What follows belongs to an exercise in optimizing a design on an open flow for small area, a short achievable clock period and few clock cycles; a production flow would make more cautious choices. Function was checked by simulation only, so behaviour that the tests miss may differ from the original. No activity file was given, so power comes from the tool's default toggle rates.

[flow/design.v]
`default_nettype none
`timescale 1ns/100ps
package l2_cache_pkg;
	typedef logic [256-1:0] line_t;
	typedef logic [24-1:0] tag_t;
	typedef logic [3-1:0] index_t;
	typedef struct packed {
		logic valid;
		logic dirty;  
		tag_t tag;
	} meta_t;
	typedef enum logic [1:0] {
		check_tag,
		write_back,
		allocate
	} ctrl_state_t;
endpackage
`default_nettype wire
`timescale 1ns/100ps
`default_nettype none
module l2_cache
(
	input logic clk,
	input logic rst_n,
	input logic [32-1:0] mem_addr,
	input logic mem_read,
	input logic mem_write,
	input l2_cache_pkg::line_t mem_wdata,
	output l2_cache_pkg::line_t mem_rdata,
	output logic mem_resp,
	output logic [32-1:0] pmem_addr,
	output logic pmem_read,
	output logic pmem_write,
	output l2_cache_pkg::line_t pmem_wdata,
	input l2_cache_pkg::line_t pmem_rdata,
	input logic pmem_resp
);
	localparam int NL = 2 * 8;  
	localparam int PW = 4;  
	typedef enum logic [2:0] {
		S_IDLE,  
		S_FIX,  
		S_WB,  
		S_RD,  
		S_RESP  
	} state_t;
	state_t state;
	logic [NL-1:0][256-1:0] data;
	logic [NL-1:0][24-1:0] tags;
	logic [NL-1:0] valid;
	logic [NL-1:0] dirty;
	logic [8-1:0] lru;  
	logic [3-1:0] sel_set;  
	logic sel_way;
	logic wr_r;  
	logic hit_r;  
	logic fill_r;  
	logic [32-6:0] paddr;  
	l2_cache_pkg::line_t line_r;  
	l2_cache_pkg::line_t line_mux;
	l2_cache_pkg::tag_t tag;
	l2_cache_pkg::index_t set;
	logic request;
	logic [8-1:0] set_dec;
	logic [NL-1:0] match;
	logic [NL-1:0] pmatch;
	logic hit0, hit1, hit;
	logic pm0, pm1;
	logic victim;
	logic victim_dirty;
	logic way;  
	logic pick;  
	logic pick_ok;
	logic [8-1:0] set_vdirty;  
	logic [8-1:0][24-1:0] set_paddr;  
	logic [24-1:0] first_tag;
	logic busy;  
	logic free;  
	logic issue;  
	logic [NL-1:0] line_sel;
	logic write_line;
	l2_cache_pkg::line_t wdata;
	l2_cache_pkg::line_t way_line0;
	l2_cache_pkg::line_t way_line1;
	logic pick0, pick1;
	assign tag = mem_addr[32-1 -: 24];
	assign set = mem_addr[5 +: 3];
	assign request = mem_read || mem_write;
	always_comb
	begin
		for (int j = 0; j < 8; j++)
			set_dec[j] = (set == j);
		for (int i = 0; i < NL; i++)
		begin
			match[i] = valid[i] && (tags[i] == tag);
			pmatch[i] = valid[i] && (tags[i][PW-1:0] == tag[PW-1:0]);
		end
		hit0 = 1'b0;
		hit1 = 1'b0;
		pm0 = 1'b0;
		pm1 = 1'b0;
		victim = 1'b0;
		victim_dirty = 1'b0;
		first_tag = '0;
		for (int j = 0; j < 8; j++)
		begin
			hit0 = hit0 | (match[j] && set_dec[j]);
			hit1 = hit1 | (match[8 + j] && set_dec[j]);
			pm0 = pm0 | (pmatch[j] && set_dec[j]);
			pm1 = pm1 | (pmatch[8 + j] && set_dec[j]);
			victim = victim | (lru[j] && set_dec[j]);
			victim_dirty = victim_dirty | (set_vdirty[j] && set_dec[j]);
			first_tag = first_tag | (set_paddr[j] & {24{set_dec[j]}});
		end
	end
	always_comb
	begin
		for (int j = 0; j < 8; j++)
		begin
			set_vdirty[j] = lru[j] ? (valid[8 + j] && dirty[8 + j])
				: (valid[j] && dirty[j]);
			set_paddr[j] = !set_vdirty[j] ? tag : (lru[j] ? tags[8 + j] : tags[j]);
		end
	end
	assign hit = hit0 || hit1;
	assign way = hit ? hit1 : victim;
	assign pick = (pm0 != pm1) ? pm1 : (pm0 ? !victim : victim);
	assign pick_ok = (pick == way);
	assign busy = pmem_read || pmem_write;
	assign free = !busy || pmem_resp;
	assign issue = (state == S_IDLE) && request && !hit && free;
	always_ff @(posedge clk or negedge rst_n)
	begin
		if (!rst_n)
		begin
			state <= S_IDLE;
			mem_resp <= 1'b0;
			pmem_read <= 1'b0;
			pmem_write <= 1'b0;
		end
		else
		begin
			if (pmem_resp)
			begin
				pmem_read <= 1'b0;
				pmem_write <= 1'b0;
			end
			mem_resp <= 1'b0;
			case (state)
				S_IDLE:
				begin
					if (request && hit)
					begin
						if (pick_ok || mem_write)
						begin
							state <= S_RESP;
							mem_resp <= 1'b1;
						end
						else
							state <= S_FIX;
					end
					else if (issue)
					begin
						if (victim_dirty)
						begin
							if (pick_ok)
							begin
								pmem_write <= 1'b1;
								pmem_read <= 1'b0;
								state <= S_WB;
							end
							else
								state <= S_FIX;
						end
						else
						begin
							pmem_read <= 1'b1;
							pmem_write <= 1'b0;
							state <= mem_write ? S_RESP : S_RD;
							mem_resp <= mem_write;
						end
					end
				end
				S_FIX:
				begin
					if (hit_r)
					begin
						state <= S_RESP;
						mem_resp <= 1'b1;
					end
					else
					begin
						pmem_write <= 1'b1;
						state <= S_WB;
					end
				end
				S_WB:
				begin
					if (pmem_resp)
					begin
						pmem_read <= 1'b1;
						state <= mem_write ? S_RESP : S_RD;
						mem_resp <= mem_write;
					end
				end
				S_RD:
				begin
					if (pmem_resp)
					begin
						state <= S_RESP;
						mem_resp <= 1'b1;
					end
				end
				default:
				begin
					state <= S_IDLE;
				end
			endcase
		end
	end
	always_ff @(posedge clk)
	begin
		if (state == S_IDLE)
		begin
			sel_set <= set;
			sel_way <= way;
			wr_r <= mem_write;
			hit_r <= hit;
		end
		fill_r <= (state == S_RD);
		line_r <= line_mux;
		if ((state == S_IDLE && free) || (state == S_WB && pmem_resp))
			paddr <= {(state == S_IDLE) ? first_tag : tag, set};
	end
	assign pmem_addr = {paddr, {5{1'b0}}};
	always_comb
	begin
		way_line0 = '0;
		way_line1 = '0;
		for (int j = 0; j < 8; j++)
		begin
			way_line0 = way_line0 | (data[j] & {256{set_dec[j]}});
			way_line1 = way_line1 | (data[8 + j] & {256{set_dec[j]}});
		end
		pick1 = (state == S_IDLE) ? pick
			: ((state == S_FIX || state == S_WB) && sel_way);
		pick0 = (state == S_IDLE) ? !pick
			: ((state == S_FIX || state == S_WB) && !sel_way);
		line_mux = (way_line0 & {256{pick0}})
			| (way_line1 & {256{pick1}})
			| (pmem_rdata & {256{state == S_RD}});
	end
	always_comb
	begin
		for (int i = 0; i < NL; i++)
			line_sel[i] = (sel_set == (i % 8)) && (sel_way == (i / 8));
	end
	assign write_line = (state == S_RESP) && (wr_r || fill_r);
	assign wdata = wr_r ? mem_wdata : line_r;
	for (genvar i = 0; i < NL; i++)
	begin : g_line
		always_ff @(posedge clk)
		begin
			if (write_line && line_sel[i])
			begin
				data[i] <= wdata;
				tags[i] <= tag;
				dirty[i] <= wr_r;
			end
		end
		always_ff @(posedge clk or negedge rst_n)
		begin
			if (!rst_n)
				valid[i] <= 1'b0;
			else if (write_line && line_sel[i])
				valid[i] <= 1'b1;
		end
	end
	always_ff @(posedge clk or negedge rst_n)
	begin
		if (!rst_n)
			lru <= '0;
		else if (state == S_RESP)
			lru[sel_set] <= !sel_way;  
	end
	assign mem_rdata = line_r;
	assign pmem_wdata = line_r;
endmodule
`default_nettype wire
[flow/flow/run.sh]
#!/bin/bash
set -euo pipefail
bash standard.sh \
	SETUP_SLACK_MARGIN=6.5 \
	'BUFFER_PORTS_ARGS=-buffer_cell sky130_fd_sc_hd__buf_4' \
	finish > flow_make.log 2>&1
[flow/standard.sh]
#!/bin/bash
# synth_recipe.tcl (not shown) runs the flow's synth.tcl, then flattens the netlist and writes it again
# the make line also repeats each setting of config.mk as NAME=value (left out here)
make -C /OpenROAD-flow-scripts/flow DESIGN_CONFIG=/design/flow/config.mk WORK_HOME=/design/flow/orfs CLKGATE_MAP_FILE= SYNTH_SCRIPT=/design/flow/synth_recipe.tcl "${@:-finish}"
[flow/config.mk]
export PLATFORM = sky130hd
export DESIGN_NAME = l2_cache
export DESIGN_NICKNAME = l2_cache
export VERILOG_FILES = /design/flow/design.v
export SDC_FILE = /design/flow/constraint.sdc
export NUM_CORES = 4
export LEC_CHECK = 0
export CAP_MARGIN = 20
export CORE_MARGIN = 2
export CORE_UTILIZATION = 40
export SETUP_SLACK_MARGIN = 5
export SLEW_MARGIN = 20
export TNS_END_PERCENT = 10
[flow/constraint.sdc]
create_clock -name core_clock -period 10.0 [get_ports {clk}]
set_input_delay 2.0000 -clock core_clock [delete_from_list [all_inputs] [get_ports {clk}]]
set_output_delay 2.0000 -clock core_clock [all_outputs]
set_load 0.01 [all_outputs]
==> results of run 1 <==
==> through the flow <==
stage,utilization [%],std cells,cell area [um2],power (mW),hold slack [ns]
floorplan,-,10400,182600,32.26,0.4593
CTS,47.92,17800,218100,57.91,0.4985
global route,48.19,17870,219400,59.56,0.5067
finish,48.19,17880,219400,58.08,0.4985
detailed placement,42.86,16680,195100,36.39,0.4772
global placement,42.86,16680,195100,36.14,0.4832
==> kinds of logic after synthesis <==
kind of cell,share of synthesized area [%]
and+or+nand+nor,2.137
other,0.002055
buffers and inverters,2.937
xor gates and xnor gates,1.848
muxes,2.651
DFF,77.78
adders and majority gates,0.04800
AOI/OAI and AO/OA,12.60
==> worst max-delay path, delay by kind of cell <==
family	cells	cell delay, ns
AND/OR/NAND/NOR	3	0.30
AO/OA/AOI/OAI	5	1.15
buffers and inverters	9	1.31
==> area by class of cell <==
type                            instances  area (um2)
Antenna cell                           42       105.1
Clock buffer                          641       13050
Clock inverter                        258        2864
Fill cell                           37220      235800
Inverter                                6       26.28
Multi-Input combinational cell       4602       37850
Sequential cell                      4816      141900
Tap cell                             6000        7507
Timing Repair Buffer                 1513       16040
==> final timing paths <==
kind	startpoint	to	slack, ns	cells after the start
worst max-delay path	mem_addr[6]	line_r[120]	6.06	17
worst min-delay path	valid[5]	valid[5]	0.50	1
worst max register to register	lru[0]	paddr[21]	6.23	9
worst min register to register	valid[5]	valid[5]	0.50	1
max in group asynchronous	rst_n	valid[5]	8.63	1
min in group asynchronous	rst_n	valid[4]	0.91	1
==> layout by cell type (no fill, tap or decap), drive strengths merged, types with 4 or more instances in the layout <==
cell      count
nand2b        4
nand2       238
buf        1471
xor2          5
clkbuf      651
and2          7
a22oi      1030
clkinvlp     16
nor3         36
conb          5
a22o        516
a21oi        36
a31oi       258
and3b         4
dfxtp       257
dfrtp        30
mux2i       194
a32oi         8
o21ai       208
edfxtp     4529
nor3b         4
nor4         34
nand4        98
and3         31
xnor2       380
bufinv       45
mux2        257
diode        42
or2          20
bufbuf       32
nand3b        5
inv          21
a221o       256
a221oi      512
clkinv      182
o22ai        96
nand3       267
nor2         56
ha            7
==> registers in the layout, indices dropped and copies added (netlist names) <==
name        flops
paddr          27
line_r        256
mem_resp        1
pmem_read       1
pmem_write      1
fill_r          1
valid          16
sel_way         1
wr_r            1
state           3
dirty          16
tags          384
hit_r           1
data         4096
lru             8
sel_set         3
==> where the power goes <==
part	switching (mW)	total, mW	leakage (nW)	internal [mW]
Clock	7.77	18.1	7.77	10.3
Combinational	8.35	13.7	19.2	5.38
Sequential	0.989	26.2	43.5	25.2
Total	17.1	58.1	70.5	41.0
==> per-layer routing <==
metal  GRT usage, %  vias to the layer above  share of wire, %
met5              0                        -             0.014
met4          11.32                       16               4.5
met3          4.209                     1071               9.7
met2          39.83                     6962                47
met1          35.16                    57590                39
li1               -                    45120                 -
==> timing repair <==
item                                    in CTS  in global routing
resized for setup                          579                 89
gates cloned                               105                 12
endpoints found under the setup margin    3469               3698
pin swaps                                   39                 11
buffers inserted                           114                 27
==> impl_metrics.env, run 1 <==
export IMPL_period_needed_ns=3.938
export IMPL_drtPass1Iterations=9
export IMPL_status="timing/DRC/antenna clean"
export IMPL_syn_avg_cell_area_um2=17.55
export IMPL_gp_congestion=0.8775
export IMPL_antenna_found_initial=65
export IMPL_fp_dieArea_um2=461500
export IMPL_power_density_nw_per_um2=264.8
export IMPL_cp_data_required_time_ns=10.89
export IMPL_clockBufferDepth=4
export IMPL_cp_slowest_cell="a311oi_2"
export IMPL_initial_core_util_pct=40.08
export IMPL_cts_tree="done"
export IMPL_worst_pin_slew_ns=1.231
export IMPL_ant_nets=0
export IMPL_clock_skew_ns=0.1218
export IMPL_start_kind="primary input"
export IMPL_setup_tns_ns=0
export IMPL_fin_ws_ns=6.062
export IMPL_drv_slew=0
export IMPL_irDropWorstVdd_v=0.0002030
export IMPL_holdCritPathClass="reg2reg"
export IMPL_ctsHoldBuffers=0
export IMPL_cp_end_kind="flop"
export IMPL_final_nets=11970
export IMPL_synthCells=10400
export IMPL_post_dp_hpwl_mm=286.3
export IMPL_synth_area_top_cells="edfxtp_1 75%, a22oi_1 4.2%, dfxtp_1 2.8%"
export IMPL_setup_viol=0
export IMPL_critPathArrivalTime_ns=4.83
export IMPL_cpMostUsedCell="buf_12"
export IMPL_synth_cell_type_count=66
export IMPL_num_rows=248
export IMPL_min_period_over_period_pct=39.38
export IMPL_clk_pin_slew_ns=0.06
export IMPL_grt_max_degree=123
export IMPL_rsz0062_at_grt="yes"
export IMPL_clock_latency_ns=1.07
export IMPL_synth_top_area_share_pct=74.54
export IMPL_cts_sink_count=4816
export IMPL_critPathKind="in2reg"
export IMPL_drt_iter0_drc=15430
export IMPL_yosys_most_used_dff="edfxtp_1"
export IMPL_num_vias=110800
export IMPL_maxCapViolCount=0
export IMPL_cts_made_buffers=475
export IMPL_cpPeakStageDelay_ns=0.35
export IMPL_hold_viol=0
export IMPL_ios=1096
export IMPL_viasPerCell=6.195
export IMPL_syn_to_final_growth_pct=20.24
export IMPL_ctsHtreeMaxLevel=5
export IMPL_critPathMaxFanout=6
export IMPL_wl_per_cell_um=34.45
export IMPL_port_buffers=1085
export IMPL_first_global_vias=106300
export IMPL_async_flop_share_pct=0.6229
export IMPL_die_w_um=679.4
export IMPL_die_y_um=679.4
export IMPL_grt_use_total_pct=25.47
export IMPL_syn_area_um2=182400
export IMPL_p_leak_nw=70.50
export IMPL_yosysSeqAreaShare_pct=77.78
export IMPL_cts_root_buf="clkbuf_16"
export IMPL_max_freq_ghz=0.2539
export IMPL_grt_pass1_wl_mm=838.4
export IMPL_grt_overflow_total=0
export IMPL_max_slew_margin_pct=17.90
export IMPL_synth_largest_area_cell="edfxtp_1"
export IMPL_synth_top_cells_by_count="4529 x edfxtp_1, 1030 x a22oi_1, 570 x clkbuf_1, 516 x a22o_1, 512 x a221oi_1"
export IMPL_drt_wl_total_mm=615.9
export IMPL_synth_edf_count=4529
export IMPL_place_ws_ns=3.126
export IMPL_synth_seq_cells=4816
export IMPL_cp_cell_sequence="buf_16 -> nor3b_4 -> buf_16 -> buf_12 -> nand2_4 -> nor3_2 -> a311oi_2 -> a21oi_2 -> o31ai_4 -> buf_6 -> a21oi_4 -> buf_12 -> buf_12 -> buf_12 -> buf_12 -> buf_16 -> a221o_1"
export IMPL_drc_errors=0
export IMPL_placeableCoreArea_um2=455200
export IMPL_yosysWarnings=1
export IMPL_drive_gt1_share_pct=23.58
export IMPL_yosysMostFrequentCell="edfxtp_1"
Testbench counts, summed over its fixed seeds: cycles 31,122.
==> run 2: changes to the inputs <==
--- a/flow/design.v
+++ b/flow/design.v
@@ -56,3 +56,3 @@
 	logic hit_r;  
-	logic fill_r;  
+	logic we_r;  
 	logic [32-6:0] paddr;  
@@ -128,2 +128,14 @@
 	assign pick_ok = (pick == way);
+	logic go_resp;
+	always_comb
+	begin
+		case (state)
+			S_IDLE: go_resp = request && (hit ? (pick_ok || mem_write)
+				: (free && !victim_dirty && mem_write));
+			S_FIX: go_resp = hit_r;
+			S_WB: go_resp = pmem_resp && mem_write;
+			S_RD: go_resp = pmem_resp;
+			default: go_resp = 1'b0;
+		endcase
+	end
 	assign busy = pmem_read || pmem_write;
@@ -139,2 +151,3 @@
 			pmem_write <= 1'b0;
+			we_r <= 1'b0;
 		end
@@ -142,2 +155,3 @@
 		begin
+			we_r <= go_resp && (mem_write || state == S_RD);
 			if (pmem_resp)
@@ -229,3 +243,2 @@
 		end
-		fill_r <= (state == S_RD);
 		line_r <= line_mux;
@@ -257,3 +270,3 @@
 	end
-	assign write_line = (state == S_RESP) && (wr_r || fill_r);
+	assign write_line = we_r;
 	assign wdata = wr_r ? mem_wdata : line_r;
--- a/flow/config.mk
+++ b/flow/config.mk
@@ -10,2 +10,4 @@
 export CORE_UTILIZATION = 40
+export CTS_CLUSTER_DIAMETER = 150
+export CTS_CLUSTER_SIZE = 30
 export SETUP_SLACK_MARGIN = 5
==> run 2 against run 1 <==
  * Still clean
  * Non-clock buffer count down 57
  * Synthesized cell count increased by 0.29%
  * Core utilization down 3.0 points
  * Sequential power rose by 2%
  * Sequential share of layout area increased by 4.5 points
  * Combinational power fell by 7%
  * Die area decreased by 0.19%
  * Synthesized area down 0.19%
  * Register-to-register slack hardly changed
  * Critical endpoint is now line_r[61]
==> impl_metrics.env, run 2 <==
export IMPL_status="timing/DRC/antenna clean"
export IMPL_setup_viol=0
export IMPL_setup_tns_ns=0
export IMPL_synth_seq_cells=4816
export IMPL_yosysMostFrequentCell="edfxtp_1"
export IMPL_synth_top_area_share_pct=74.69
export IMPL_final_nets=11640
export IMPL_num_rows=247
export IMPL_holdCritPathClass="reg2reg"
export IMPL_worst_pin_slew_ns=1.242
export IMPL_drv_slew=0
export IMPL_die_y_um=678.7
export IMPL_ant_nets=0
export IMPL_cp_slowest_cell="or4_4"
export IMPL_power_density_nw_per_um2=239.2
export IMPL_cts_root_buf="clkbuf_16"
export IMPL_port_buffers=1085
export IMPL_drive_gt1_share_pct=18.57
export IMPL_synth_top_cells_by_count="4529 x edfxtp_1, 1542 x a22oi_1, 582 x clkbuf_1, 383 x xnor2_1, 355 x nand4_1"
export IMPL_first_global_vias=102900
export IMPL_die_w_um=678.7
export IMPL_start_kind="primary input"
export IMPL_rsz0062_at_grt="yes"
export IMPL_min_period_over_period_pct=40.77
export IMPL_grt_overflow_total=0
export IMPL_cts_tree="done"
export IMPL_largest_reg_flops=4096
export IMPL_post_dp_hpwl_mm=297.1
export IMPL_grt_use_total_pct=24.48
export IMPL_wl_per_cell_um=34.21
export IMPL_synth_cell_type_count=67
export IMPL_cp_end_kind="flop"
export IMPL_max_freq_ghz=0.2453
export IMPL_syn_area_um2=182100
export IMPL_ctsHoldBuffers=0
export IMPL_p_leak_nw=63.75
export IMPL_critPathArrivalTime_ns=4.91
export IMPL_drtPass1Iterations=8
export IMPL_r2r_slack_ns=6.23
export IMPL_cp_cell_sequence="buf_16 -> nor3_4 -> buf_12 -> nand2_1 -> nor2_4 -> or4_4 -> o21ba_4 -> o311ai_4 -> a21oi_4 -> buf_16 -> buf_16 -> buf_16 -> a221o_1"
export IMPL_maxCapViolCount=0
export IMPL_top_regs="data (4096), tags (384), line_r (256)"
export IMPL_grt_pass1_wl_mm=809.1
export IMPL_clk_pin_slew_ns=0.12
export IMPL_gp_congestion=0.8777
export IMPL_final_common_cell="edfxtp_1"
export IMPL_drt_wl_total_mm=590.1
export IMPL_yosysSeqAreaShare_pct=77.93
export IMPL_cp_data_required_time_ns=10.83
export IMPL_cts_made_buffers=184
export IMPL_viasPerCell=6.242
export IMPL_yosysWarnings=1
export IMPL_cpMostUsedCell="buf_16"
export IMPL_cts_sink_count=4816
export IMPL_clockBufferDepth=4
export IMPL_clock_latency_ns=0.99
export IMPL_clock_skew_ns=0.07991
export IMPL_layout_common_cells="4529 x edfxtp_1, 1540 x a22oi_1, 1233 x buf_4"
export IMPL_synthCells=10430
export IMPL_antenna_found_initial=59
export IMPL_placeableCoreArea_um2=453100
export IMPL_initial_core_util_pct=40.19
export IMPL_async_flop_share_pct=0.6437
export IMPL_irDropWorstVdd_v=0.0002794
export IMPL_synth_edf_count=4529
export IMPL_syn_avg_cell_area_um2=17.46
export IMPL_drt_iter0_drc=15170
export IMPL_period_needed_ns=4.077
export IMPL_fp_dieArea_um2=460600
export IMPL_regMostFlops="data"
export IMPL_critPathKind="in2reg"
export IMPL_yosys_most_used_dff="edfxtp_1"
export IMPL_num_vias=107700
export IMPL_max_slew_margin_pct=17.19
export IMPL_grt_max_degree=125
export IMPL_hold_viol=0
export IMPL_critPathMaxFanout=14
export IMPL_syn_to_final_growth_pct=12.54
export IMPL_synth_area_top_cells="edfxtp_1 75%, a22oi_1 6.4%, dfxtp_1 2.8%"
export IMPL_synth_largest_area_cell="edfxtp_1"
export IMPL_ios=1096
export IMPL_cpPeakStageDelay_ns=0.60
export IMPL_drc_errors=0
export IMPL_ctsHtreeMaxLevel=4
export IMPL_final_util_pct=45.23
-- run 2: power by group --
group	switching [mW]	total [mW]	leakage (nW)	internal [mW]
clock network	6.00	9.62	2.56	3.62
logic	8.10	12.7	17.7	4.61
registers	1.12	26.7	43.5	25.6
-- run 2: repair_timing --
action	CTS	global route
endpoints found under the setup margin	2326	2380
cloned	60	4
gates resized for setup	296	123
buffers inserted	70	23
pin swaps	22	17
-- run 2: metrics by stage --
step | instances | power [mW] | hold WS (ns) | setup WS, ns | instance area, um2
3_3_place_gp | 16720 | 37.18 | 0.4799 | 3.270 | 195000
6_report | 17250 | 49.02 | 0.5082 | 5.923 | 204900
4_1_cts | 17180 | 48.91 | 0.5124 | 6.054 | 203900
3_5_place_dp | 16720 | 37.46 | 0.4836 | 3.146 | 195000
2_1_floorplan | 10430 | 32.98 | 0.4595 | 1.655 | 182200
5_1_grt | 17240 | 50.38 | 0.5274 | 5.980 | 204900
-- run 2: path summary, 6_finish.rpt --
check | from | endpoint | depth (start not counted)
setup / recovery | mem_addr[7] | line_r[61] | 13
hold / removal | valid[13] | valid[13] | 1
setup reg to reg | sel_set[0] | data[1949] | 6
hold reg to reg | valid[13] | valid[13] | 1
max in group asynchronous | rst_n | valid[13] | 1
min in group asynchronous | rst_n | valid[8] | 1
-- run 2: routing by layer --
metal	vias to the layer above	wire, um	GRT usage (%)
met5	-	197	0
met4	20	23630	9.306
met3	813	56600	4.116
met2	6283	274900	38.67
met1	56490	234800	34.05
li1	44080	-	-
-- run 2: logic make-up (layout without fill, tap and decap cells) --
group / after synthesis / count (layout) / synth area share (%)
XOR/XNOR: 385 / 385 / 1.852
AO/OA/AOI/OAI: 2946 / 2947 / 12.32
buffers and inverters: 1008 / 1798 / 2.836
other: 1 / 49 / 0.002059
adder cells (fa/ha/maj): 7 / 7 / 0.04810
AND/OR/NAND/NOR: 815 / 824 / 2.368
multiplexers: 450 / 450 / 2.650
flip-flops: 4816 / 4816 / 77.93
-- run 2: worst max-delay path, delay by kind of cell --
kind / cells / cell delay [ns]
compound gates: 4 / 0.98
buf+inv: 5 / 0.92
simple gates: 4 / 0.88
-- run 2: cell type report --
type	instances	area, um2
antenna	44	110.1
clock buffer	319	5154
clock inverter	14	240.2
fill	38590	248100
inverter	9	33.78
multi-input combinational	4618	36220
sequential	4816	141900
tap	5976	7477
timing repair buffer	1456	13790
Testbench counts of run 2, summed over its fixed seeds: cycles 31,122.
==> run 3: changes to the inputs <==
--- a/flow/design.v
+++ b/flow/design.v
@@ -39,10 +39,7 @@
 	localparam int PW = 4;  
-	typedef enum logic [2:0] {
-		S_IDLE,  
-		S_FIX,  
-		S_WB,  
-		S_RD,  
-		S_RESP  
-	} state_t;
-	state_t state;
+	logic s_idle;  
+	logic s_fix;  
+	logic s_wb;  
+	logic s_rd;  
+	logic s_resp;  
 	logic [NL-1:0][256-1:0] data;
@@ -129,16 +126,10 @@
 	logic go_resp;
-	always_comb
-	begin
-		case (state)
-			S_IDLE: go_resp = request && (hit ? (pick_ok || mem_write)
-				: (free && !victim_dirty && mem_write));
-			S_FIX: go_resp = hit_r;
-			S_WB: go_resp = pmem_resp && mem_write;
-			S_RD: go_resp = pmem_resp;
-			default: go_resp = 1'b0;
-		endcase
-	end
+	assign go_resp = (s_idle && request && (hit ? (pick_ok || mem_write)
+			: (free && !victim_dirty && mem_write)))
+		|| (s_fix && hit_r)
+		|| (s_wb && pmem_resp && mem_write)
+		|| (s_rd && pmem_resp);
 	assign busy = pmem_read || pmem_write;
 	assign free = !busy || pmem_resp;
-	assign issue = (state == S_IDLE) && request && !hit && free;
+	assign issue = s_idle && request && !hit && free;
 	always_ff @(posedge clk or negedge rst_n)
@@ -147,3 +138,7 @@
 		begin
-			state <= S_IDLE;
+			s_idle <= 1'b1;
+			s_fix <= 1'b0;
+			s_wb <= 1'b0;
+			s_rd <= 1'b0;
+			s_resp <= 1'b0;
 			mem_resp <= 1'b0;
@@ -155,79 +150,16 @@
 		begin
-			we_r <= go_resp && (mem_write || state == S_RD);
-			if (pmem_resp)
-			begin
-				pmem_read <= 1'b0;
-				pmem_write <= 1'b0;
-			end
-			mem_resp <= 1'b0;
-			case (state)
-				S_IDLE:
-				begin
-					if (request && hit)
-					begin
-						if (pick_ok || mem_write)
-						begin
-							state <= S_RESP;
-							mem_resp <= 1'b1;
-						end
-						else
-							state <= S_FIX;
-					end
-					else if (issue)
-					begin
-						if (victim_dirty)
-						begin
-							if (pick_ok)
-							begin
-								pmem_write <= 1'b1;
-								pmem_read <= 1'b0;
-								state <= S_WB;
-							end
-							else
-								state <= S_FIX;
-						end
-						else
-						begin
-							pmem_read <= 1'b1;
-							pmem_write <= 1'b0;
-							state <= mem_write ? S_RESP : S_RD;
-							mem_resp <= mem_write;
-						end
-					end
-				end
-				S_FIX:
-				begin
-					if (hit_r)
-					begin
-						state <= S_RESP;
-						mem_resp <= 1'b1;
-					end
-					else
-					begin
-						pmem_write <= 1'b1;
-						state <= S_WB;
-					end
-				end
-				S_WB:
-				begin
-					if (pmem_resp)
-					begin
-						pmem_read <= 1'b1;
-						state <= mem_write ? S_RESP : S_RD;
-						mem_resp <= mem_write;
-					end
-				end
-				S_RD:
-				begin
-					if (pmem_resp)
-					begin
-						state <= S_RESP;
-						mem_resp <= 1'b1;
-					end
-				end
-				default:
-				begin
-					state <= S_IDLE;
-				end
-			endcase
+			s_resp <= go_resp;
+			mem_resp <= go_resp;
+			we_r <= go_resp && (mem_write || s_rd);
+			s_fix <= s_idle && request && !pick_ok
+				&& (hit ? !mem_write : (free && victim_dirty));
+			s_wb <= (issue && victim_dirty && pick_ok) || (s_fix && !hit_r)
+				|| (s_wb && !pmem_resp);
+			s_rd <= (issue && !victim_dirty && !mem_write)
+				|| (s_wb && pmem_resp && !mem_write) || (s_rd && !pmem_resp);
+			s_idle <= s_resp || (s_idle && !(request && (hit || free)));
+			pmem_write <= (issue && victim_dirty && pick_ok) || (s_fix && !hit_r)
+				|| (pmem_write && !pmem_resp);
+			pmem_read <= (issue && !victim_dirty) || (s_wb && pmem_resp)
+				|| (pmem_read && !pmem_resp);
 		end
@@ -236,3 +168,3 @@
 	begin
-		if (state == S_IDLE)
+		if (s_idle)
 		begin
@@ -244,4 +176,4 @@
 		line_r <= line_mux;
-		if ((state == S_IDLE && free) || (state == S_WB && pmem_resp))
-			paddr <= {(state == S_IDLE) ? first_tag : tag, set};
+		if ((s_idle && free) || (s_wb && pmem_resp))
+			paddr <= {s_idle ? first_tag : tag, set};
 	end
@@ -257,9 +189,7 @@
 		end
-		pick1 = (state == S_IDLE) ? pick
-			: ((state == S_FIX || state == S_WB) && sel_way);
-		pick0 = (state == S_IDLE) ? !pick
-			: ((state == S_FIX || state == S_WB) && !sel_way);
+		pick1 = (s_idle && pick) || ((s_fix || s_wb) && sel_way);
+		pick0 = (s_idle && !pick) || ((s_fix || s_wb) && !sel_way);
 		line_mux = (way_line0 & {256{pick0}})
 			| (way_line1 & {256{pick1}})
-			| (pmem_rdata & {256{state == S_RD}});
+			| (pmem_rdata & {256{s_rd}});
 	end
@@ -295,3 +225,3 @@
 			lru <= '0;
-		else if (state == S_RESP)
+		else if (s_resp)
 			lru[sel_set] <= !sel_way;  
==> run 3 against run 2 <==
  * Highest routed layer unchanged
  * Via count rose by 0.25%
  * Core utilization rose by 0.33 points
  * Sequential cell count rose by 1
  * Combinational power fell by about 90%
  * Synthesized cell count fell by 0.58%
  * Clock power rose by 0.5%
  * Critical path depth rose by 1
  * Sequential share of layout area fell by 0.33 points
  * Sequential power fell by 18%
  * Critical path type unchanged
  * Largest cell class unchanged
==> impl_metrics.env, run 3 <==
export IMPL_hold_viol=0
export IMPL_holdCritPathClass="reg2reg"
export IMPL_final_nets=11580
export IMPL_clockBufferDepth=4
export IMPL_worst_pin_slew_ns=1.179
export IMPL_cts_made_buffers=185
export IMPL_layout_common_cells="4529 x edfxtp_1, 1542 x a22oi_1, 1198 x buf_4"
export IMPL_p_total_mw=32.82
export IMPL_cts_sink_count=4817
export IMPL_maxCapViolCount=0
export IMPL_synth_area_top_cells="edfxtp_1 75%, a22oi_1 6.4%, dfxtp_1 2.8%"
export IMPL_period_needed_ns=3.992
export IMPL_initial_core_util_pct=40.13
export IMPL_irDropWorstVdd_v=0.0001528
export IMPL_drive_gt1_share_pct=19.14
export IMPL_final_common_cell="edfxtp_1"
export IMPL_cp_data_required_time_ns=10.84
export IMPL_critPathArrivalTime_ns=4.83
export IMPL_drt_wl_total_mm=600.0
export IMPL_max_freq_ghz=0.2505
export IMPL_port_buffers=1085
export IMPL_die_w_um=677.5
export IMPL_critPathMaxFanout=26
export IMPL_synth_cell_type_count=57
export IMPL_cp_end_kind="flop"
export IMPL_clock_latency_ns=0.99
export IMPL_syn_avg_cell_area_um2=17.50
export IMPL_synth_top_cells_by_count="4529 x edfxtp_1, 1543 x a22oi_1, 606 x clkbuf_1, 377 x xnor2_1, 354 x nand4_1"
export IMPL_viasPerCell=6.276
export IMPL_power_density_nw_per_um2=159.3
export IMPL_critPathKind="in2reg"
export IMPL_die_y_um=677.5
export IMPL_async_flop_share_pct=0.6643
export IMPL_synth_seq_cells=4817
export IMPL_gp_congestion=0.8608
export IMPL_syn_area_um2=181400
export IMPL_top_regs="data (4096), tags (384), line_r (256)"
export IMPL_swShare_pct=21.09
export IMPL_synth_largest_area_cell="edfxtp_1"
export IMPL_ios=1096
export IMPL_drv_slew=0
export IMPL_synthCells=10370
export IMPL_cts_root_buf="clkbuf_16"
export IMPL_syn_to_final_growth_pct=13.53
export IMPL_ant_nets=0
export IMPL_grt_pass1_wl_mm=816.8
export IMPL_clock_skew_ns=0.07157
export IMPL_p_sw_mw=6.921
export IMPL_setup_tns_ns=0
export IMPL_max_slew_margin_pct=21.41
export IMPL_cts_tree="done"
export IMPL_clk_pin_slew_ns=0.12
export IMPL_setup_viol=0
export IMPL_grt_use_total_pct=24.84
export IMPL_grt_max_degree=112
export IMPL_yosys_most_used_dff="edfxtp_1"
export IMPL_status="timing/DRC/antenna clean"
export IMPL_drtPass1Iterations=8
export IMPL_wl_per_cell_um=34.88
export IMPL_ctsHoldBuffers=0
export IMPL_yosysWarnings=1
export IMPL_start_kind="primary input"
export IMPL_p_leak_nw=68.55
export IMPL_synth_edf_count=4529
export IMPL_regMostFlops="data"
export IMPL_synth_top_area_share_pct=74.96
export IMPL_first_global_vias=103500
export IMPL_rsz0062_at_grt="yes"
export IMPL_yosysSeqAreaShare_pct=78.22
export IMPL_power_internal_mw=25.90
export IMPL_yosysMostFrequentCell="edfxtp_1"
export IMPL_combinationalPowerShare_pct=4.0
export IMPL_p_clk_share_pct=29.4
export IMPL_min_period_over_period_pct=39.92
export IMPL_ctsHtreeMaxLevel=4
export IMPL_num_rows=247
export IMPL_antenna_found_initial=76
export IMPL_fp_dieArea_um2=459000
export IMPL_grt_overflow_total=0
export IMPL_pwr_share_seq_pct=66.6
export IMPL_num_vias=107900
export IMPL_placeableCoreArea_um2=452100
export IMPL_post_dp_hpwl_mm=286.0
export IMPL_drc_errors=0
export IMPL_largest_reg_flops=4096
export IMPL_drt_iter0_drc=16010
run 3: cell types whose count changed in the layout (fill, tap and decap cells not counted), sizes merged, moves of 5 or more:
cell	previous run	this run
nor3	38	26
clkbuf	324	335
xnor2	383	377
a32oi	12	5
nor4	43	37
bufbuf	13	19
and3b	7	2
and3	11	3
nor2	56	66
buf	1438	1427
nand2	249	239
a22o	263	258
run 3: cell families (layout without fill, tap and decap cells):
kind of cell | after synthesis | in the layout | share of synthesized area (%)
flip-flops | 4817 | 4817 | 78.22
AO/OA/AOI/OAI | 2929 | 2929 | 12.28
buffers and inverters | 1009 | 1809 | 2.712
AND/OR/NAND/NOR | 771 | 776 | 2.220
multiplexers | 452 | 452 | 2.672
XOR/XNOR | 382 | 382 | 1.844
adder cells (fa/ha/maj) | 7 | 7 | 0.04827
other | 1 | 53 | 0.002067
run 3: worst paths after layout:
check	start	cells after the start	slack, ns	to
hold reg to reg	valid[9]	1	0.52	valid[9]
setup reg to reg	sel_set[0]	7	6.28	data[3236]
min in group asynchronous	rst_n	1	1.01	s_rd
hold / removal	valid[9]	1	0.52	valid[9]
setup / recovery	mem_addr[5]	14	6.01	line_r[155]
max in group asynchronous	rst_n	1	8.60	valid[15]
run 3: what timing repair did:
item | CTS | global route
resized for setup | 390 | 97
gates cloned | 82 | 18
setup endpoints to repair | 2164 | 2503
setup buffers | 60 | 25
pin swaps | 18 | 21
run 3: area by class of cell:
| type | instances | area (um2) |
|---|---|---|
| repair buffers | 1461 | 14760 |
| well taps | 5976 | 7477 |
| flip-flops and latches | 4817 | 142000 |
| fillers | 38240 | 246100 |
| inverters | 12 | 45.04 |
| diodes | 48 | 120.1 |
| multi-input cells | 4551 | 36190 |
| clock buffers | 320 | 5157 |
| clock inverters | 16 | 280.3 |
run 3: worst max-delay path, stage by stage:
cell and delay, ns:
buf_16 0.13, nor2b_4 0.14, nand2_1 0.09, buf_6 0.29, nor3_4 0.09, or4_4 0.44, o21ai_4 0.21, buf_6 0.13
nand2_4 0.05, o2bb2ai_4 0.17, buf_12 0.20, clkbuf_16 0.25, buf_16 0.19, a221o_1 0.36
run 3: layer usage:
| layer | GRT usage [%] | wire [um] | up-vias |
|---|---|---|---|
| met2 | 39.69 | 282200 | 6377 |
| met5 | 0 | 275 | - |
| li1 | - | - | 43850 |
| met4 | 10.00 | 25110 | 36 |
| met3 | 3.864 | 57220 | 852 |
| met1 | 34.13 | 235200 | 56840 |
run 3: through the flow:
step	utilization (%)	area [um2]	hold WS (ns)	setup WS, ns	instances
5_1_grt	45.56	206000	0.5384	6.047	17200
2_1_floorplan	-	181600	0.4595	1.910	10370
3_5_place_dp	43.07	194700	0.4868	3.383	16630
6_report	45.56	206000	0.5201	6.008	17200
3_3_place_gp	43.06	194700	0.4841	3.415	16630
4_1_cts	45.28	204700	0.5158	6.192	17110
run 3: power groups by stage:
| stage | registers (mW) | clock network (mW) | logic (mW) |
|---|---|---|---|
| final | 21.8 | 9.67 | 1.31 |
| after global placement | 22.3 | 0 | 1.15 |
| after global routing | 21.8 | 10.4 | 1.36 |
| after detailed placement | 22.3 | 0 | 1.17 |
| after floorplan | 22.3 | 0 | 0.572 |
| after CTS | 21.8 | 9.78 | 1.28 |
Testbench counts of run 3, summed over its fixed seeds: cycles 31,122.
==> run 4: changes to the inputs <==
--- a/flow/config.mk
+++ b/flow/config.mk
@@ -10,4 +10,4 @@
 export CORE_UTILIZATION = 40
-export CTS_CLUSTER_DIAMETER = 150
-export CTS_CLUSTER_SIZE = 30
+export CTS_CLUSTER_DIAMETER = 110
+export CTS_CLUSTER_SIZE = 24
 export SETUP_SLACK_MARGIN = 5
==> run 4 against run 3 <==
  * Maximum frequency is 2.2% lower
  * First-iteration DRC count decreased by 4.9%
  * Die area is the same
  * Core utilization rose by 0.35 points
  * Final area increased by 0.78%
==> impl_metrics.env, run 4 <==
export IMPL_final_common_cell="edfxtp_1"
export IMPL_synth_edf_count=4529
export IMPL_syn_to_final_growth_pct=14.41
export IMPL_yosysWarnings=1
export IMPL_setup_viol=0
export IMPL_regToRegStartpoint="sel_set[0]"
export IMPL_cp_end_kind="flop"
export IMPL_synth_compound_area_share_pct=12.28
export IMPL_r2r_slack_ns=6.25
export IMPL_synth_top_cells_by_count="4529 x edfxtp_1, 1543 x a22oi_1, 606 x clkbuf_1, 377 x xnor2_1, 354 x nand4_1"
export IMPL_power_density_nw_per_um2=162.5
export IMPL_grt_use_total_pct=24.83
export IMPL_final_nets=11630
export IMPL_num_vias=108200
export IMPL_fp_dieArea_um2=459000
export IMPL_drive_gt1_share_pct=20.15
export IMPL_synth_largest_area_cell="edfxtp_1"
export IMPL_synth_xor_xnor_area_share_pct=1.844
export IMPL_syn_area_um2=181400
export IMPL_placeableCoreArea_um2=452100
export IMPL_yosys_most_used_dff="edfxtp_1"
export IMPL_largest_reg_flops=4096
export IMPL_async_flop_share_pct=0.6643
export IMPL_cts_made_buffers=226
export IMPL_critPathMaxFanout=24
export IMPL_num_rows=247
export IMPL_die_y_um=677.5
export IMPL_gp_congestion=0.8608
export IMPL_dpl_cell_count=16630
export IMPL_synthMuxAreaShare_pct=2.672
export IMPL_synth_top_area_share_pct=74.96
export IMPL_wl_per_cell_um=34.77
export IMPL_cts_sink_count=4817
export IMPL_reg2regPathDepth=7
export IMPL_start_kind="primary input"
export IMPL_fin_ws_ns=5.917
export IMPL_viasPerCell=6.268
export IMPL_clock_latency_ns=1.00
export IMPL_synth_simple_area_share_pct=2.220
export IMPL_drv_slew=0
export IMPL_maxCapViolCount=0
export IMPL_synth_cell_type_count=57
export IMPL_cts_root_buf="clkbuf_16"
export IMPL_min_period_over_period_pct=40.83
export IMPL_antenna_found_initial=78
export IMPL_max_slew_margin_pct=22.08
export IMPL_yosysMostFrequentCell="edfxtp_1"
export IMPL_post_dp_hpwl_mm=286.0
export IMPL_place_ws_ns=3.383
export IMPL_rsz0062_at_grt="yes"
export IMPL_initial_core_util_pct=40.13
export IMPL_synth_top_family_by_area="compound AO/OA/AOI/OAI gates"
export IMPL_endpoint="paddr[6]"
export IMPL_finalNonFillerCells=17270
export IMPL_status="timing/DRC/antenna clean"
export IMPL_synth_fa_ha_area_share_pct=0.04827
export IMPL_setup_tns_ns=0
export IMPL_cts_tree="done"
export IMPL_regMostFlops="data"
export IMPL_synth_area_top_cells="edfxtp_1 75%, a22oi_1 6.4%, dfxtp_1 2.8%"
export IMPL_p_leak_nw=69.17
export IMPL_ios=1096
export IMPL_clockBufferDepth=4
export IMPL_drt_wl_total_mm=600.3
export IMPL_worst_pin_slew_ns=1.169
export IMPL_critPathKind="in2reg"
export IMPL_top_regs="data (4096), tags (384), line_r (256)"
export IMPL_clk_pin_slew_ns=0.10
export IMPL_clock_skew_ns=0.07628
export IMPL_critPathArrivalTime_ns=4.70
export IMPL_grt_pass1_wl_mm=817.6
export IMPL_die_w_um=677.5
export IMPL_drt_iter0_drc=15220
export IMPL_port_buffers=1085
export IMPL_drtPass1Iterations=8
export IMPL_ctsHtreeMaxLevel=4
export IMPL_ant_nets=0
export IMPL_synth_seq_cells=4817
export IMPL_syn_avg_cell_area_um2=17.50
export IMPL_cp_data_required_time_ns=10.62
export IMPL_grt_overflow_total=0
export IMPL_r2r_end="data[198]"
export IMPL_period_needed_ns=4.083
export IMPL_cp_startpoint="mem_addr[7]"
export IMPL_drc_errors=0
export IMPL_layout_common_cells="4529 x edfxtp_1, 1543 x a22oi_1, 1195 x buf_4"
export IMPL_holdCritPathClass="reg2reg"
export IMPL_max_freq_ghz=0.2449
export IMPL_synthCells=10370
export IMPL_grt_max_degree=112
export IMPL_hold_viol=0
export IMPL_yosysSeqAreaShare_pct=78.22
export IMPL_irDropWorstVdd_v=0.0001624
export IMPL_first_global_vias=104100
==> run 4: area by class of cell <==
class                      instances  area [um2]
antenna                           57       142.6
clock buffer                     367        6206
clock inverter                    19       320.3
fill                           38180      244500
inverter                          12       48.80
multi-input combinational       4553       36440
sequential                      4817      142100
tap                             5976        7477
timing repair buffer            1465       14890
==> run 4: worst min-delay path by stage <==
stage	start	to	cells past startpoint
after floorplan	valid[1]	valid[1]	1
after global placement	valid[9]	valid[9]	1
after detailed placement	valid[6]	valid[6]	1
after CTS	valid[6]	valid[6]	1
after global routing	valid[6]	valid[6]	1
final	valid[6]	valid[6]	1
==> run 4: per-stage QoR <==
step / util, % / hold slack [ns] / power (mW) / cell area (um2)
after floorplan: - / 0.4595 / 22.88 / 181600
after global placement: 43.06 / 0.4841 / 23.46 / 194700
after detailed placement: 43.07 / 0.4868 / 23.47 / 194700
after CTS: 45.61 / 0.5110 / 33.81 / 206200
after global routing: 45.91 / 0.5350 / 34.54 / 207600
final: 45.91 / 0.5136 / 33.73 / 207600
==> run 4: cells by family after synthesis <==
logic type	after synthesis
AO/OA/AOI/OAI	2929
XOR/XNOR	382
other	1
multiplexers	452
flip-flops	4817
AND/OR/NAND/NOR	771
adder cells (fa/ha/maj)	7
buffers and inverters	1009
==> run 4: power breakdown <==
part | internal (mW) | switching [mW]
clock | 4.33 | 6.25
sequential | 21.8 | 0.0000000000000000123
combinational | 0.431 | 0.886
total | 26.6 | 7.13
==> run 4: repair_timing <==
item,CTS,global route
hold buffers,0,0
endpoints found under the setup margin,1965,1532
cloned,85,16
pin swaps,22,23
setup buffers,70,20
gates resized for setup,486,99
==> run 4: critical path, stage by stage <==
cell,delay (ns)
bufbuf_16,0.33
or3_1,0.89
o22ai_1,0.33
o41ai_1,0.79
o21ai_0,0.35
==> run 4: routing by layer <==
layer | vias to the layer above | wire length [um] | GRT usage [%]
li1 | 43990 | - | -
met1 | 56770 | 236100 | 34.09
met2 | 6528 | 282700 | 39.72
met3 | 920 | 55470 | 3.746
met4 | 12 | 25950 | 10.19
met5 | - | 77 | 0

[port drivers added, routing unchanged]
How much do the figures lean on ideal ports? The routed layouts below were timed once more, with nothing changed but the port constraints. Step 1 (the two cells are an assumption about what drives the block):
set clk [get_ports {clk}]
set_driving_cell -lib_cell sky130_fd_sc_hd__clkbuf_16 $clk
set_driving_cell -lib_cell sky130_fd_sc_hd__buf_2 [delete_from_list [all_inputs] $clk]
Step 2 adds t to the input delays and takes it off the output delays; t is the mean of the earliest and latest rising clock arrival at the registers after step 1. Input paths then give back, and output paths get back, about the clock's delay inside the block. Slacks: ideal / step 1 / step 2; pairs: ideal / step 1.
run	shift t [ns]	setup WS [ns]	hold slack, ns	slew at the worst register clock pin (ns)	cell pins on the clock port's net
run 1	1.126	6.062 / 5.926 / 4.800	0.499 / 0.499 / 0.499	0.07 / 0.07	1
run 2	1.071	5.923 / 5.778 / 4.707	0.508 / 0.508 / 0.508	0.12 / 0.12	1
run 3	1.059	6.008 / 5.931 / 4.872	0.520 / 0.520 / 0.520	0.12 / 0.12	1
run 4	1.046	5.917 / 5.742 / 4.695	0.514 / 0.514 / 0.514	0.11 / 0.11	1
After both steps every run listed still meets setup and hold. For run 1, which loses most, drivers alone change the setup slack by -0.136 ns; drivers and shift together by -1.262 ns.
